What follows belongs to an exercise in optimizing a design on an open flow for small area; a production flow would make more cautious choices. Function was checked by simulation only, so behaviour that the tests miss may differ from the original. Power and IR drop assume default switching activity.

## the reference run
## pg_top
module pg_top #(
    parameter int phase_slots = 32
) (
    input  logic       i_EMUCLK,
    input  logic       i_rst,
    input  logic [6:0] i_kc,
    input  logic [5:0] i_kf,
    input  logic [2:0] i_dt1,
    input  logic [3:0] i_mul,
    input  logic       i_phase_rst,
    output logic [9:0] o_phase,
    output logic [4:0] o_eg_shift
);
For scale: roughly 710 flip-flops, about 20,000 um2 of cells after synthesis.
==> module pg_octave_detune, before the edit <==
module pg_octave_detune
(
    input  logic [fnum_base_w-1:0] i_fnum,
    input  logic [2:0]             i_block,
    input  logic [4:0]             i_mag,
    input  logic                   i_neg,
    output logic [pdelta_w-1:0]    o_sum
);
    logic [13:0]            sh1;
    logic [15:0]            sh2;
    logic [18:0]            sh4;
    logic [pdelta_w-1:0]    shifted;
    logic [5:0]             det_lo;
    logic                   det_up, det_dn;
    logic [11:0]            det_hi;
    assign sh1     = i_block[0] ? {1'b0, i_fnum, 1'b0} : {2'b0, i_fnum};
    assign sh2     = i_block[1] ? {sh1, 2'b0} : {2'b0, sh1};
    assign sh4     = i_block[2] ? {sh2[14:0], 4'b0} : {3'b0, sh2};
    assign shifted = sh4[18:2];
    assign det_lo = {1'b0, shifted[4:0]} + {1'b0, i_mag ^ {5{i_neg}}} + {5'b0, i_neg};
    assign det_up = det_lo[5] & ~i_neg;
    assign det_dn = i_neg & ~det_lo[5];
    always_comb begin
        for (int i = 0; i < 12; i++) begin
            det_hi[i] = shifted[5+i] ^ ((det_up & (&(shifted[16:5] | (12'hfff << i))))
                                      | (det_dn & ~(|(shifted[16:5] & ~(12'hfff << i)))));
        end
    end
    assign o_sum = {det_hi, det_lo[4:0]};
endmodule
==> module pg_top, before the edit <==
module pg_top #(
    parameter int phase_slots = 32
) (
    input  logic       i_EMUCLK,
    input  logic       i_rst,
    input  logic [6:0] i_kc,
    input  logic [5:0] i_kf,
    input  logic [2:0] i_dt1,
    input  logic [3:0] i_mul,
    input  logic       i_phase_rst,
    output logic [9:0] o_phase,
    output logic [4:0] o_eg_shift
);
    logic [fnum_base_w-1:0] fbase;
    logic [5:0]             fhalf;
    logic [fnum_base_w-1:0] fnum;
    logic [4:0]             det_mag;
    logic                   det_neg;
    logic [fnum_base_w-1:0] fnum_s1;
    logic [4:0]             mag_s1;
    logic                   neg_s1;
    logic [3:0]             mul_s1, mul_s2;
    logic                   prst_s1, prst_s2;
    logic [4:0]             shift_s1, shift_s2, shift_s3, shift_s4;
    logic [pdelta_w-1:0]    sum;
    logic [pdelta_w-1:0]    sum_s2;
    logic                   eg_live;
    pg_fnum_path u_fnum_path (
        .i_kc   (i_kc),
        .i_kf   (i_kf),
        .o_base (fbase),
        .o_half (fhalf)
    );
    assign fnum = fbase + {6'b0, fhalf};
    pg_detune_path u_detune_path (
        .i_kc  (i_kc),
        .i_dt1 (i_dt1),
        .o_mag (det_mag),
        .o_neg (det_neg)
    );
    pg_octave_detune u_octave_detune (
        .i_fnum  (fnum_s1),
        .i_block (shift_s1[4:2]),
        .i_mag   (mag_s1),
        .i_neg   (neg_s1),
        .o_sum   (sum)
    );
    always_ff @(posedge i_EMUCLK) begin
        fnum_s1  <= fnum;
        mag_s1   <= det_mag;
        neg_s1   <= det_neg;
        mul_s1   <= i_mul;
        prst_s1  <= i_phase_rst;
        shift_s1 <= i_kc[6:2];
        sum_s2   <= sum;
        mul_s2   <= mul_s1;
        prst_s2  <= prst_s1;
        shift_s2 <= shift_s1;
        shift_s3 <= shift_s2;
        shift_s4 <= shift_s3;
    end
    pg_phase_accum #(
        .phase_slots (phase_slots)
    ) u_phase_accum (
        .i_EMUCLK    (i_EMUCLK),
        .i_rst       (i_rst),
        .i_sum       (sum_s2),
        .i_mul       (mul_s2),
        .i_phase_rst (prst_s2),
        .o_live      (eg_live),
        .o_phase     (o_phase)
    );
    assign o_eg_shift = eg_live ? shift_s4 : '0;
endmodule
Settings: LEC_CHECK=0, CAP_MARGIN=20, CORE_MARGIN=2, CORE_UTILIZATION=70, GPL_TIMING_DRIVEN=0, SLEW_MARGIN=20; clock period 5.0 ns.
standard.sh (not shown) runs the stock make flow with config.mk's settings and CLKGATE_MAP_FILE= SYNTH_SCRIPT=/design/flow/synth_recipe.tcl, a recipe that flattens the netlist after the stock synthesis.
==> flow/flow/run.sh <==
#!/bin/bash
# The standard layout, with a leaner clock tree (no dummy loads, larger
# sink clusters) and the smallest buffer on each port. The tools' own logs
# stay under orfs/logs; make's output goes to standard.log.
set -u
export CTS_ARGS="-sink_clustering_enable -repair_clock_nets -dont_use_dummy_load -sink_clustering_size 20 -sink_clustering_max_diameter 60 -buf_list sky130_fd_sc_hd__clkbuf_8"
export BUFFER_PORTS_ARGS="-buffer_cell sky130_fd_sc_hd__buf_1"
bash standard.sh > standard.log 2>&1
Changes in the trial run relative to the reference run:
--- a/flow/design.v
+++ b/flow/design.v
@@ -747,14 +747,5 @@
     assign sh4     = i_block[2] ? {sh2[14:0], 4'b0} : {3'b0, sh2};
     assign shifted = sh4[18:2];
-    assign det_lo = {1'b0, shifted[4:0]} + {1'b0, i_mag ^ {5{i_neg}}} + {5'b0, i_neg};
-    assign det_up = det_lo[5] & ~i_neg;
-    assign det_dn = i_neg & ~det_lo[5];
-    always_comb begin
-        for (int i = 0; i < 12; i++) begin
-            det_hi[i] = shifted[5+i] ^ ((det_up & (&(shifted[16:5] | (12'hfff << i))))
-                                      | (det_dn & ~(|(shifted[16:5] & ~(12'hfff << i)))));
-        end
-    end
-    assign o_sum = {det_hi, det_lo[4:0]};
+    assign o_sum = shifted + (i_neg ? (~{12'b0, i_mag} + 17'd1) : {12'b0, i_mag});
 endmodule
 `timescale 1ns/1ps
@@ -840,10 +831,8 @@
     logic [fnum_base_w-1:0] fbase;
     logic [5:0]             fhalf;
-    logic [fnum_base_w-1:0] fnum;
     logic [4:0]             det_mag;
     logic                   det_neg;
     logic [fnum_base_w-1:0] fnum_s1;
-    logic [4:0]             mag_s1;
-    logic                   neg_s1;
+    logic [2:0]             dt1_s1;
     logic [3:0]             mul_s1, mul_s2;
     logic                   prst_s1, prst_s2;
@@ -858,22 +847,26 @@
         .o_half (fhalf)
     );
-    assign fnum = fbase + {6'b0, fhalf};
+    logic [6:0]             flo;
+    logic [6:0]             flo_s1;
+    logic [5:0]             fhi_s1;
+    assign flo = {1'b0, fbase[5:0]} + {1'b0, fhalf};
     pg_detune_path u_detune_path (
-        .i_kc  (i_kc),
-        .i_dt1 (i_dt1),
+        .i_kc  ({shift_s1, 2'b00}),
+        .i_dt1 (dt1_s1),
         .o_mag (det_mag),
         .o_neg (det_neg)
     );
+    assign fnum_s1 = {fhi_s1 + {5'b0, flo_s1[6]}, flo_s1[5:0]};
     pg_octave_detune u_octave_detune (
         .i_fnum  (fnum_s1),
         .i_block (shift_s1[4:2]),
-        .i_mag   (mag_s1),
-        .i_neg   (neg_s1),
+        .i_mag   (det_mag),
+        .i_neg   (det_neg),
         .o_sum   (sum)
     );
     always_ff @(posedge i_EMUCLK) begin
-        fnum_s1  <= fnum;
-        mag_s1   <= det_mag;
-        neg_s1   <= det_neg;
+        flo_s1   <= flo;
+        fhi_s1   <= fbase[11:6];
+        dt1_s1   <= i_dt1;
         mul_s1   <= i_mul;
         prst_s1  <= i_phase_rst;
Findings:
Between the trial run and the reference run, the share of final layout cell area taken by clock buffers and inverters figures differ only marginally.
Compared with the reference run, the trial run shows overall power of the completed layout that has gone up by a few percent.
In the trial run, non-clock buffer count is lower than in the reference run.
Higher wire length of the first global-routing pass was reported by the reference run, not the trial run.
The number of filler cells placed in the layout in the trial run sits 1.5% above the value recorded for the reference run.
Between the trial run and the reference run, the effective utilization at floorplan figures differ only marginally.
Looking at clock network fraction of total power, the trial run sits 1.5 points lower than the reference run does.
The trial run against the reference run: number of global-route vias before repair now sits lower; wire length went down about 5%; count of placed standard cells including taps now sits higher.

[port drivers added, routing unchanged]
In the flow no input, the clock included, has a driving cell. The finished layouts below were timed again as built, in two steps.
Step 1 assumes that a clkbuf_16 drives the clock port and a buf_2 every other input.
Step 2 moves the port delays by t, midway between the first and last clock arrival at a register: inputs arrive t later, outputs are due t later. That takes back most of the time a late clock gives input paths.
Three values: ideal, step 1, step 2; two values: the first two.
| run | shift t [ns] | setup WS [ns] | latest minus earliest clock arrival (ns) |
|---|---|---|---|
| the reference run | 0.605 | 0.122 / 0.122 / -0.423 | 0.085 / 0.085 |
| the trial run | 0.598 | 0.188 / 0.188 / -0.369 | 0.102 / 0.102 |
Met with ideal ports but missed after step 2: setup timing in the reference run and the trial run. For the trial run, which loses most, drivers alone change the setup slack by 0.000 ns; drivers and shift together by -0.557 ns.
